Context: an optimization exercise on an open-source flow, tuned for small area. The choices shown serve that exercise and are no tape-out recipe.
In this exercise RTL edits were held to simulation tests only and were not proved equivalent to the original.

## oak
## sequential_store
module sequential_store #(
  parameter int unsigned NR_LANES       = 4,
  parameter int unsigned DLEN           = 64,
  parameter int unsigned AXI_DATA_WIDTH = 128,
  parameter int unsigned AXI_ADDR_WIDTH = 64
) (
  input  logic                          clk_i,
  input  logic                          rst_ni,
  input  logic                          rx_shfu_valid_i,
  output logic                          rx_shfu_ready_o,
  input  logic [DLEN*NR_LANES-1:0]      rx_shfu_nb_i,
  input  logic [DLEN/4*NR_LANES-1:0]    rx_shfu_en_i,
  input  logic                          meta_valid_i,
  output logic                          meta_ready_o,
  input  logic [$clog2(DLEN/4*NR_LANES)-1:0] meta_nb_ptr_i,
  input  logic                          txn_valid_i,
  output logic                          txn_ready_o,
  input  logic [AXI_ADDR_WIDTH-1:0]     txn_addr_i,
  input  logic                          txn_is_head_i,
  input  logic                          txn_last_beat_i,
  input  logic [$clog2(AXI_DATA_WIDTH/4):0] txn_lbn_i,
  input  logic                          txn_is_final_i,
  output logic                          w_valid_o,
  input  logic                          w_ready_i,
  output logic [AXI_DATA_WIDTH-1:0]     w_data_o,
  output logic [AXI_DATA_WIDTH/8-1:0]   w_strb_o,
  output logic                          w_last_o
);
Settings: LEC_CHECK=0, CAP_MARGIN=20, CORE_MARGIN=2, CORE_UTILIZATION=40, SLEW_MARGIN=20; clock period 10.0 ns.
standard.sh (not shown) runs the stock make flow with config.mk's settings and CLKGATE_MAP_FILE= SYNTH_SCRIPT=/design/flow/synth_recipe.tcl, a recipe that flattens the netlist after the stock synthesis.
==> flow/flow/run.sh <==
#!/bin/bash
# Standard ORFS layout (the standard.sh) with these changes:
#  - synthesis maps combinational logic with an area-only ABC script (flow/synth.tcl, flow/area.abc);
#  - the rotation stage cells (sequential_store_aoi/_oai) are mapped on their own before the
#    design is flattened, so each stage element becomes a single inverting cell;
#  - port buffers are the smallest buffer (buf_1) instead of the resizer's default pick;
#  - clock tree: larger sink clusters and no dummy load cells.
set -euo pipefail
here=$(pwd)
export MY_ABC_SCRIPT=$here/flow/area.abc
bash standard.sh SYNTH_SCRIPT=$here/flow/synth.tcl \
  "SYNTH_KEEP_MODULES=sequential_store_aoi sequential_store_oai" \
  "BUFFER_PORTS_ARGS=-buffer_cell sky130_fd_sc_hd__buf_1" \
  "CTS_ARGS=-sink_clustering_enable -repair_clock_nets -sink_clustering_size 24 -sink_clustering_max_diameter 200 -buf_list {sky130_fd_sc_hd__clkbuf_16} -dont_use_dummy_load" \
  finish > $here/standard.log 2>&1
==> flow/flow/area.abc <==
strash
dch
amap -F 3 -A 10 -C 1000
topo
==> flow/flow/synth.tcl <==
# synth_recipe.tcl with one change: ABC maps the combinational logic with an area-only script
# (flow/area.abc); everything else, including flip-flop mapping, is ORFS's synthesis unchanged.
proc synth {args} { yosys synth -nofsm -noshare {*}$args }
proc abc {args} {
  set i [lsearch -exact $args -script]
  if {$i >= 0} { lset args [expr {$i + 1}] $::env(MY_ABC_SCRIPT) }
  yosys abc {*}$args
}
source $::env(SCRIPTS_DIR)/synth.tcl
# left out here: clear keep_hierarchy, flatten, clean up, hide names made inside functions, write 1_2_yosys.v
### oak -> pine
Settings: swapping 40 for 50 in CORE_UTILIZATION; putting PLACE_DENSITY at 0.65 where nothing was set.
diff --git a/flow/flow/run.sh b/flow/flow/run.sh
--- a/flow/flow/run.sh
+++ b/flow/flow/run.sh
@@ -14 +14 @@
-  "CTS_ARGS=-sink_clustering_enable -repair_clock_nets -sink_clustering_size 24 -sink_clustering_max_diameter 200 -buf_list {sky130_fd_sc_hd__clkbuf_16} -dont_use_dummy_load" \
+  "CTS_ARGS=-sink_clustering_enable -repair_clock_nets -sink_clustering_size 28 -sink_clustering_max_diameter 150 -buf_list {sky130_fd_sc_hd__clkbuf_16} -dont_use_dummy_load" \
Notes after the runs:
oak has a higher count of clock-buffer cells in the layout than pine.
Going from oak to pine, the global routing met2 resource utilization was found to have gone up by 8.0 points.
In terms of data required time at the worst endpoint, oak and pine differ only marginally.
The routed length per instance in pine sits 1.2% below the value recorded for oak.
Total length of routed met2 wires ends up higher on oak.
Side by side, sequential share of cell area turned out higher in pine than in oak.
Comparing pine and oak, the higher post-layout worst setup margin is on pine.
From oak to pine the numbers moved as follows: cell area lower, die area lost 20%.
The inputs of birch differ from those of pine as listed below.
diff --git a/flow/flow/run.sh b/flow/flow/run.sh
--- a/flow/flow/run.sh
+++ b/flow/flow/run.sh
@@ -7 +7,3 @@
-#  - clock tree: larger sink clusters and no dummy load cells.
+#  - clock tree: larger sink clusters and no dummy load cells;
+#  - the platform's don't-use list plus the largest data buffers and inverters, so that
+#    high-fanout nets get trees of smaller buffers.
@@ -14,0 +17 @@
+  "DONT_USE_CELLS=sky130_fd_sc_hd__probe_p_8 sky130_fd_sc_hd__probec_p_8 sky130_fd_sc_hd__lpflow_bleeder_1 sky130_fd_sc_hd__lpflow_clkbufkapwr_1 sky130_fd_sc_hd__lpflow_clkbufkapwr_16 sky130_fd_sc_hd__lpflow_clkbufkapwr_2 sky130_fd_sc_hd__lpflow_clkbufkapwr_4 sky130_fd_sc_hd__lpflow_clkbufkapwr_8 sky130_fd_sc_hd__lpflow_clkinvkapwr_1 sky130_fd_sc_hd__lpflow_clkinvkapwr_16 sky130_fd_sc_hd__lpflow_clkinvkapwr_2 sky130_fd_sc_hd__lpflow_clkinvkapwr_4 sky130_fd_sc_hd__lpflow_clkinvkapwr_8 sky130_fd_sc_hd__lpflow_decapkapwr_12 sky130_fd_sc_hd__lpflow_decapkapwr_3 sky130_fd_sc_hd__lpflow_decapkapwr_4 sky130_fd_sc_hd__lpflow_decapkapwr_6 sky130_fd_sc_hd__lpflow_decapkapwr_8 sky130_fd_sc_hd__lpflow_inputiso0n_1 sky130_fd_sc_hd__lpflow_inputiso0p_1 sky130_fd_sc_hd__lpflow_inputiso1n_1 sky130_fd_sc_hd__lpflow_inputiso1p_1 sky130_fd_sc_hd__lpflow_inputisolatch_1 sky130_fd_sc_hd__lpflow_isobufsrc_1 sky130_fd_sc_hd__lpflow_isobufsrc_16 sky130_fd_sc_hd__lpflow_isobufsrc_2 sky130_fd_sc_hd__lpflow_isobufsrc_4 sky130_fd_sc_hd__lpflow_isobufsrc_8 sky130_fd_sc_hd__lpflow_isobufsrckapwr_16 sky130_fd_sc_hd__lpflow_lsbuf_lh_hl_isowell_tap_1 sky130_fd_sc_hd__lpflow_lsbuf_lh_hl_isowell_tap_2 sky130_fd_sc_hd__lpflow_lsbuf_lh_hl_isowell_tap_4 sky130_fd_sc_hd__lpflow_lsbuf_lh_isowell_4 sky130_fd_sc_hd__lpflow_lsbuf_lh_isowell_tap_1 sky130_fd_sc_hd__lpflow_lsbuf_lh_isowell_tap_2 sky130_fd_sc_hd__lpflow_lsbuf_lh_isowell_tap_4 sky130_fd_sc_hd__buf_8 sky130_fd_sc_hd__buf_12 sky130_fd_sc_hd__buf_16 sky130_fd_sc_hd__inv_8 sky130_fd_sc_hd__inv_12 sky130_fd_sc_hd__inv_16 sky130_fd_sc_hd__bufinv_8 sky130_fd_sc_hd__bufinv_16 sky130_fd_sc_hd__clkinv_8 sky130_fd_sc_hd__clkinv_16 sky130_fd_sc_hd__clkbuf_8" \
Results
pine vs birch, cell with the biggest individual delay on the critical path: sky130_fd_sc_hd__a32oi_2 vs sky130_fd_sc_hd__fa_4
Taking pine as the reference point, the placer's final routability congestion estimate of birch falls by 0.014.
Between birch and pine, the difference in routed wire length is negligible.
Looking at relative area change from synthesis to final layout, birch sits 0.53 points higher than pine does.
When birch is set beside pine, its largest net degree at the start of global routing turns out to be 117 smaller.
There was hardly any difference in later-pin clock latency in the skew report between birch and pine.
Input changes introduced in maple (baseline for comparison: birch):
==> flow/flow/run.sh <==
#!/bin/bash
# Standard ORFS layout (the standard.sh) with these changes:
#  - synthesis maps combinational logic with an area-only ABC script (flow/synth.tcl, flow/area.abc);
#  - the rotation stage cells (sequential_store_aoi/_oai) are mapped on their own before the
#    design is flattened, so each stage element becomes a single inverting cell;
#  - port buffers are the smallest buffer (buf_1) instead of the resizer's default pick;
#  - clock tree: larger sink clusters and no dummy load cells.
set -euo pipefail
here=$(pwd)
export MY_ABC_SCRIPT=$here/flow/area.abc
bash standard.sh SYNTH_SCRIPT=$here/flow/synth.tcl \
  "SYNTH_KEEP_MODULES=sequential_store_aoi sequential_store_oai" \
  "BUFFER_PORTS_ARGS=-buffer_cell sky130_fd_sc_hd__buf_1" \
  "CTS_ARGS=-sink_clustering_enable -repair_clock_nets -sink_clustering_size 40 -sink_clustering_max_diameter 80 -buf_list {sky130_fd_sc_hd__clkbuf_16} -dont_use_dummy_load" \
  finish > $here/standard.log 2>&1
maple vs. birch: number of nets at the end of the flow moved down; number of buffer and inverter instances along the worst setup path moved up; via count moved down; logic depth of the worst setup path including buffers moved up; final cell count without fillers moved down.
maple | stages: all done | timing, DRC, antenna: all pass
#### Input delta (cedar over maple)
Settings: CTS_CLUSTER_SIZE now 40, previously not set; CTS_BUF_LIST now sky130_fd_sc_hd__clkbuf_16, previously not set; PLACE_DENSITY no longer set, was 0.65; CTS_CLUSTER_DIAMETER now 80, previously not set; CORE_UTILIZATION now 40, was 50.
diff --git a/flow/flow/run.sh b/flow/flow/run.sh
--- a/flow/flow/run.sh
+++ b/flow/flow/run.sh
@@ -6,2 +6 @@
-#  - port buffers are the smallest buffer (buf_1) instead of the resizer's default pick;
-#  - clock tree: larger sink clusters and no dummy load cells.
+#  - port buffers are the smallest buffer (buf_1) instead of the resizer's default pick.
@@ -13,3 +12 @@
-  "BUFFER_PORTS_ARGS=-buffer_cell sky130_fd_sc_hd__buf_1" \
-  "CTS_ARGS=-sink_clustering_enable -repair_clock_nets -sink_clustering_size 40 -sink_clustering_max_diameter 80 -buf_list {sky130_fd_sc_hd__clkbuf_16} -dont_use_dummy_load" \
-  finish > $here/standard.log 2>&1
+  "BUFFER_PORTS_ARGS=-buffer_cell sky130_fd_sc_hd__buf_1" finish > $here/standard.log 2>&1
[summary]
Wire length per cell for cedar is higher than for maple.
Diff maple -> cedar | sequential share of layout area | decrease of 1.0 points
Compared with maple, cedar shows routed wire length higher by 6.3%.
Run comparison: maple critical path's slowest cell sky130_fd_sc_hd__fa_4; cedar critical path's slowest cell sky130_fd_sc_hd__clkinv_1
NOTE: relative area of clock buffers and inverters in the final design in cedar exceeds that of maple
cedar against maple: depth of the worst register-to-register path lost 3.4%, global-route wire length before repair higher, cell area after layout saw an increase.

re-timing with driven ports:
The results above use ideal ports. As a check the final layouts listed here were re-extracted and re-timed, cells and wires unchanged.
Step 1, drivers: a clkbuf_16 drives clk_i and a buf_2 each remaining input, both assumed.
Step 2 moves the port delays by t, midway between the first and last clock arrival at a register: inputs arrive t later, outputs are due t later. That takes back most of the time a late clock gives input paths.
Slacks: ideal ports / drivers / drivers and shift; pairs: ideal ports / drivers.
run | t (ns) | setup WS [ns] | worst setup path after step 2 | latest minus earliest clock arrival (ns) | worst register clock-pin slew, ns
oak | 0.648 | 0.963 / 0.963 / 0.666 | input to register | 0.044 / 0.044 | 0.10 / 0.10
pine | 0.619 | 1.325 / 1.325 / 0.944 | input to register | 0.073 / 0.073 | 0.12 / 0.12
birch | 0.633 | 1.472 / 1.431 / 0.869 | input to register | 0.071 / 0.071 | 0.12 / 0.12
maple | 0.670 | 1.386 / 1.386 / 1.008 | input to register | 0.092 / 0.091 | 0.12 / 0.12
cedar | 0.698 | 1.057 / 1.057 / 0.722 | input to register | 0.024 / 0.025 | 0.11 / 0.11
After both steps every run listed still meets setup and hold. For birch, which loses most, drivers alone change the setup slack by -0.041 ns; drivers and shift together by -0.603 ns.
